This design comes from an exercise in tuning for small area, a short achievable clock period and few clock cycles per item on the open sky130 flow, not from production work.
In this exercise RTL edits were held to simulation tests only and were not proved equivalent to the original.
No activity file was given, so power comes from the tool's default toggle rates.

## before
==> flow/design.v <==
`default_nettype none
package frgbe_pkg;
   localparam logic [62:0] BlackThreshold = 63'h3E112E0BE826D695;
   localparam logic [10:0] OverflowExp = 11'd1150;
   localparam logic [10:0] ExpBase = 11'd894;
   localparam logic [10:0] ExpFloor = 11'd896;
   function automatic logic below_threshold(input logic [62:0] x);
      logic [63:0] lt, gt;
      lt = '0;
      gt = '0;
      for (int i = 0; i < 63; i++) begin
         lt[i] = ~x[i] & BlackThreshold[i];
         gt[i] = x[i] & ~BlackThreshold[i];
      end
      for (int w = 1; w < 64; w = w * 2) begin
         for (int i = 0; i + w < 64; i = i + 2 * w) begin
            lt[i] = lt[i + w] | (~gt[i + w] & lt[i]);
            gt[i] = gt[i + w] | (~lt[i + w] & gt[i]);
         end
      end
      below_threshold = lt[0];
   endfunction
endpackage
`default_nettype wire
`default_nettype none
module frgbe_max
(
   input  wire logic [63:0] in_bits,
   output logic [7:0]       out_exp,
   output logic             out_below,
   output logic             out_inf,
   output logic             out_over
);
   logic ones, frac_nz, valid;
   logic [10:0] off;
   always_comb begin
      ones = &in_bits[62:52];
      frac_nz = |in_bits[51:0];
      valid = !in_bits[63] && !ones;
      off = in_bits[62:52] - frgbe_pkg::ExpBase;
      out_exp = (valid && in_bits[62:52] >= frgbe_pkg::ExpFloor) ? off[7:0] : 8'd0;
      out_inf = !in_bits[63] && ones && !frac_nz;
      out_over = valid && (in_bits[62:52] >= frgbe_pkg::OverflowExp);
      out_below = in_bits[63] || (ones && frac_nz) ||
                  frgbe_pkg::below_threshold(in_bits[62:0]);
   end
endmodule
`default_nettype wire
`default_nettype none
module frgbe_scale
(
   input  wire logic [7:0]  e0, e1, e2,
   input  wire logic [6:0]  f0, f1, f2,
   output logic [7:0]       out_eb,
   output logic [7:0]       out_m0, out_m1, out_m2,
   output logic             out_z0, out_z1, out_z2
);
   logic [8:0] d01, d02, d12;
   logic sel0, sel1, sel2;
   logic [2:0] n01, n02, n12, sh0, sh1, sh2;
   logic z0, z1, z2;
   logic [7:0] m0, m1, m2, eb;
   function automatic logic ge8(input logic [8:0] d);
      ge8 = !d[8] && (d[7:3] != 5'd0);
   endfunction
   function automatic logic le8n(input logic [8:0] d);
      le8n = d[8] && ((d[7:3] != 5'h1F) || (d[2:0] == 3'd0));
   endfunction
   always_comb begin
      d01 = {1'b0, e0} - {1'b0, e1};
      d02 = {1'b0, e0} - {1'b0, e2};
      d12 = {1'b0, e1} - {1'b0, e2};
      n01 = 3'd0 - d01[2:0];
      n02 = 3'd0 - d02[2:0];
      n12 = 3'd0 - d12[2:0];
      sel0 = !d01[8] && !d02[8];
      sel1 = !sel0 && !d12[8];
      sel2 = !sel0 && !sel1;
      z0 = (sel1 && le8n(d01)) || (sel2 && le8n(d02));
      sh0 = sel1 ? n01 : (sel2 ? n02 : 3'd0);
      z1 = (sel0 && ge8(d01)) || (sel2 && le8n(d12));
      sh1 = sel0 ? d01[2:0] : (sel2 ? n12 : 3'd0);
      z2 = (sel0 && ge8(d02)) || (sel1 && ge8(d12));
      sh2 = sel0 ? d02[2:0] : (sel1 ? d12[2:0] : 3'd0);
      m0 = {1'b1, f0} >> sh0;
      m1 = {1'b1, f1} >> sh1;
      m2 = {1'b1, f2} >> sh2;
      eb = sel0 ? e0 : (sel1 ? e1 : e2);
      out_eb = eb;
      out_m0 = m0;
      out_m1 = m1;
      out_m2 = m2;
      out_z0 = z0;
      out_z1 = z1;
      out_z2 = z2;
   end
endmodule
`default_nettype wire
`default_nettype none
module float_to_rgbe_encode
(
   input  wire logic         clock,
   input  wire logic         reset,
   input  wire logic         req_tvalid,
   output logic              req_tready,
   input  wire logic [191:0] req_tdata,   
   output logic              rsp_tvalid,
   input  wire logic         rsp_tready,
   output logic [31:0]       rsp_tdata    
);
   logic adv, v1_ff, v2_ff;
   logic [7:0] eb_in, m0_in, m1_in, m2_in, eb_ff, m0_ff, m1_ff, m2_ff;
   logic z0_in, z1_in, z2_in, z0_ff, z1_ff, z2_ff, black2_ff, over2_ff;
   logic [7:0] e0, e1, e2, e0_ff, e1_ff, e2_ff;
   logic [6:0] f0_ff, f1_ff, f2_ff;
   logic b0, b1, b2, i0, i1, i2, o0, o1, o2;
   logic black_ff, over_ff;
   frgbe_max u_c0 (.in_bits(req_tdata[63:0]), .out_exp(e0),
                   .out_below(b0), .out_inf(i0), .out_over(o0));
   frgbe_max u_c1 (.in_bits(req_tdata[127:64]), .out_exp(e1),
                   .out_below(b1), .out_inf(i1), .out_over(o1));
   frgbe_max u_c2 (.in_bits(req_tdata[191:128]), .out_exp(e2),
                   .out_below(b2), .out_inf(i2), .out_over(o2));
   frgbe_scale u_scale (.e0(e0_ff), .e1(e1_ff), .e2(e2_ff), .f0(f0_ff), .f1(f1_ff), .f2(f2_ff),
                        .out_eb(eb_in), .out_m0(m0_in), .out_m1(m1_in), .out_m2(m2_in),
                        .out_z0(z0_in), .out_z1(z1_in), .out_z2(z2_in));
   assign adv = rsp_tready;
   assign req_tready = rsp_tready;
   always_ff @(posedge clock) begin
      if (reset) begin
         v1_ff <= 1'b0;
         v2_ff <= 1'b0;
      end else if (adv) begin
         v1_ff <= req_tvalid;
         v2_ff <= v1_ff;
      end
      if (adv) begin
         e0_ff <= e0;
         e1_ff <= e1;
         e2_ff <= e2;
         f0_ff <= req_tdata[51:45];
         f1_ff <= req_tdata[115:109];
         f2_ff <= req_tdata[179:173];
         black_ff <= b0 && b1 && b2;
         over_ff <= i0 || i1 || i2 || o0 || o1 || o2;
         eb_ff <= eb_in;
         m0_ff <= m0_in;
         m1_ff <= m1_in;
         m2_ff <= m2_in;
         z0_ff <= z0_in;
         z1_ff <= z1_in;
         z2_ff <= z2_in;
         black2_ff <= black_ff;
         over2_ff <= over_ff;
      end
   end
   assign rsp_tvalid = v2_ff;
   always_comb begin
      if (black2_ff) rsp_tdata = '0;
      else if (over2_ff) rsp_tdata = '1;
      else rsp_tdata = {eb_ff, z2_ff ? 8'd0 : m2_ff, z1_ff ? 8'd0 : m1_ff, z0_ff ? 8'd0 : m0_ff};
   end
endmodule
`default_nettype wire
==> flow/config.mk <==
export PLATFORM = sky130hd
export DESIGN_NAME = float_to_rgbe_encode
export DESIGN_NICKNAME = float_to_rgbe_encode
export VERILOG_FILES = /design/flow/design.v
export SDC_FILE = /design/flow/constraint.sdc
export NUM_CORES = 4
export LEC_CHECK = 0
export ABC_AREA = 1
export CAP_MARGIN = 20
export CORE_MARGIN = 2
export CORE_UTILIZATION = 40
export CTS_BUF_LIST = sky130_fd_sc_hd__clkbuf_8
export CTS_CLUSTER_DIAMETER = 100
export CTS_CLUSTER_SIZE = 30
export SETUP_SLACK_MARGIN = 3.5
export SLEW_MARGIN = 20
==> flow/constraint.sdc <==
create_clock -name core_clock -period 6.3 [get_ports {clock}]
set_input_delay 1.2600 -clock core_clock [delete_from_list [all_inputs] [get_ports {clock}]]
set_output_delay 1.2600 -clock core_clock [all_outputs]
set_load 0.01 [all_outputs]
standard.sh (not shown) runs the stock make flow with config.mk's settings and CLKGATE_MAP_FILE= SYNTH_SCRIPT=/design/flow/synth_recipe.tcl, a recipe that flattens the netlist after the stock synthesis.
==> flow/flow/run.sh <==
#!/bin/bash
# Standard layout, except that the port buffers are the smallest buffer cell
# instead of the delay buffer buffer_ports picks by default, and that the
# rsp_tready and req_tready pins are placed side by side (io.tcl), as the
# only path from an input port to an output port runs between them.
# Each tool's full output lands in the ORFS logs under orfs/logs; make's own
# output in make.log.
set -euo pipefail
export BUFFER_PORTS_ARGS="-buffer_cell sky130_fd_sc_hd__buf_1"
export IO_CONSTRAINTS="$PWD/flow/io.tcl"
bash standard.sh > make.log 2>&1
==> flow/flow/io.tcl <==
# keep the two ready pins next to each other
set_io_pin_constraint -group -order -pin_names {rsp_tready req_tready}
Testbench counts of before, summed over its fixed seeds: cycles 9,616, items 9,600.
The following lists how after was set up differently from before:
--- a/flow/design.v
+++ b/flow/design.v
@@ -49,13 +49,13 @@
 `default_nettype none
 module frgbe_scale
 (
    input  wire logic [7:0]  e0, e1, e2,
    input  wire logic [6:0]  f0, f1, f2,
-   output logic [7:0]       out_eb,
-   output logic [7:0]       out_m0, out_m1, out_m2,
-   output logic             out_z0, out_z1, out_z2
+   input  wire logic        black,
+   input  wire logic        over,
+   output logic [31:0]      out_word
 );
    logic [8:0] d01, d02, d12;
    logic sel0, sel1, sel2;
    logic [2:0] n01, n02, n12, sh0, sh1, sh2;
    logic z0, z1, z2;
@@ -84,17 +84,13 @@
       sh2 = sel0 ? d02[2:0] : (sel1 ? d12[2:0] : 3'd0);
       m0 = {1'b1, f0} >> sh0;
       m1 = {1'b1, f1} >> sh1;
       m2 = {1'b1, f2} >> sh2;
       eb = sel0 ? e0 : (sel1 ? e1 : e2);
-      out_eb = eb;
-      out_m0 = m0;
-      out_m1 = m1;
-      out_m2 = m2;
-      out_z0 = z0;
-      out_z1 = z1;
-      out_z2 = z2;
+      if (black) out_word = '0;
+      else if (over) out_word = '1;
+      else out_word = {eb, z2 ? 8'd0 : m2, z1 ? 8'd0 : m1, z0 ? 8'd0 : m0};
    end
 endmodule
 `default_nettype wire
 `default_nettype none
 module float_to_rgbe_encode
@@ -107,12 +103,11 @@
    output logic              rsp_tvalid,
    input  wire logic         rsp_tready,
    output logic [31:0]       rsp_tdata    
 );
    logic adv, v1_ff, v2_ff;
-   logic [7:0] eb_in, m0_in, m1_in, m2_in, eb_ff, m0_ff, m1_ff, m2_ff;
-   logic z0_in, z1_in, z2_in, z0_ff, z1_ff, z2_ff, black2_ff, over2_ff;
+   logic [31:0] w_ff, w_in;
    logic [7:0] e0, e1, e2, e0_ff, e1_ff, e2_ff;
    logic [6:0] f0_ff, f1_ff, f2_ff;
    logic b0, b1, b2, i0, i1, i2, o0, o1, o2;
    logic black_ff, over_ff;
    frgbe_max u_c0 (.in_bits(req_tdata[63:0]), .out_exp(e0),
@@ -120,12 +115,11 @@
    frgbe_max u_c1 (.in_bits(req_tdata[127:64]), .out_exp(e1),
                    .out_below(b1), .out_inf(i1), .out_over(o1));
    frgbe_max u_c2 (.in_bits(req_tdata[191:128]), .out_exp(e2),
                    .out_below(b2), .out_inf(i2), .out_over(o2));
    frgbe_scale u_scale (.e0(e0_ff), .e1(e1_ff), .e2(e2_ff), .f0(f0_ff), .f1(f1_ff), .f2(f2_ff),
-                        .out_eb(eb_in), .out_m0(m0_in), .out_m1(m1_in), .out_m2(m2_in),
-                        .out_z0(z0_in), .out_z1(z1_in), .out_z2(z2_in));
+                        .black(black_ff), .over(over_ff), .out_word(w_in));
    assign adv = rsp_tready;
    assign req_tready = rsp_tready;
    always_ff @(posedge clock) begin
       if (reset) begin
          v1_ff <= 1'b0;
@@ -141,24 +135,12 @@
          f0_ff <= req_tdata[51:45];
          f1_ff <= req_tdata[115:109];
          f2_ff <= req_tdata[179:173];
          black_ff <= b0 && b1 && b2;
          over_ff <= i0 || i1 || i2 || o0 || o1 || o2;
-         eb_ff <= eb_in;
-         m0_ff <= m0_in;
-         m1_ff <= m1_in;
-         m2_ff <= m2_in;
-         z0_ff <= z0_in;
-         z1_ff <= z1_in;
-         z2_ff <= z2_in;
-         black2_ff <= black_ff;
-         over2_ff <= over_ff;
+         w_ff <= w_in;
       end
    end
    assign rsp_tvalid = v2_ff;
-   always_comb begin
-      if (black2_ff) rsp_tdata = '0;
-      else if (over2_ff) rsp_tdata = '1;
-      else rsp_tdata = {eb_ff, z2_ff ? 8'd0 : m2_ff, z1_ff ? 8'd0 : m1_ff, z0_ff ? 8'd0 : m0_ff};
-   end
+   assign rsp_tdata = w_ff;
 endmodule
 `default_nettype wire
### Flow results
The higher setup fix buffers added after clock tree synthesis came out of after.
Lower count of cells resized by post-cts repair was reported by before, not after.
Between after and before, it is after whose power is lower, by 0.087 mW.
after vs. before: chip width went down by 1.5%.
The clock skew in after sits 0.0099 ns above the value recorded for before.
Having completed the whole flow, after delivered a layout that passed the timing, design-rule and antenna checks.
Lower number of sequential cells in the layout among after and before: after
| die area | after vs before | better |
Taking before as the reference point, the met3 routed wirelength of after rises by 30%.
Testbench counts of after, summed over its fixed seeds: cycles 9,616, items 9,600.

==> static timing again, ports no longer ideal <==
In the flow no input, the clock included, has a driving cell. The finished layouts below were timed again as built, in two steps. Step 1 assumes that a clkbuf_16 drives the clock port and a buf_2 every other input. Step 2 also shifts input and output timing later by t, the mid clock arrival at the registers, as if the neighbouring blocks saw the same clock. Slacks: no drivers / after step 1 / after step 2; pairs: no drivers / after step 1.
run | shift t [ns] | setup slack, ns | worst setup path at the end | slew at the worst register clock pin (ns)
before | 0.397 | 3.530 / 3.506 / 3.440 | input to register | 0.09 / 0.09
after | 0.413 | 3.547 / 3.377 / 3.377 | input to output | 0.10 / 0.10
After both steps every run listed still meets setup and hold. The setup slack of after, which loses most, moves by -0.170 ns with the drivers and by -0.170 ns with both steps.
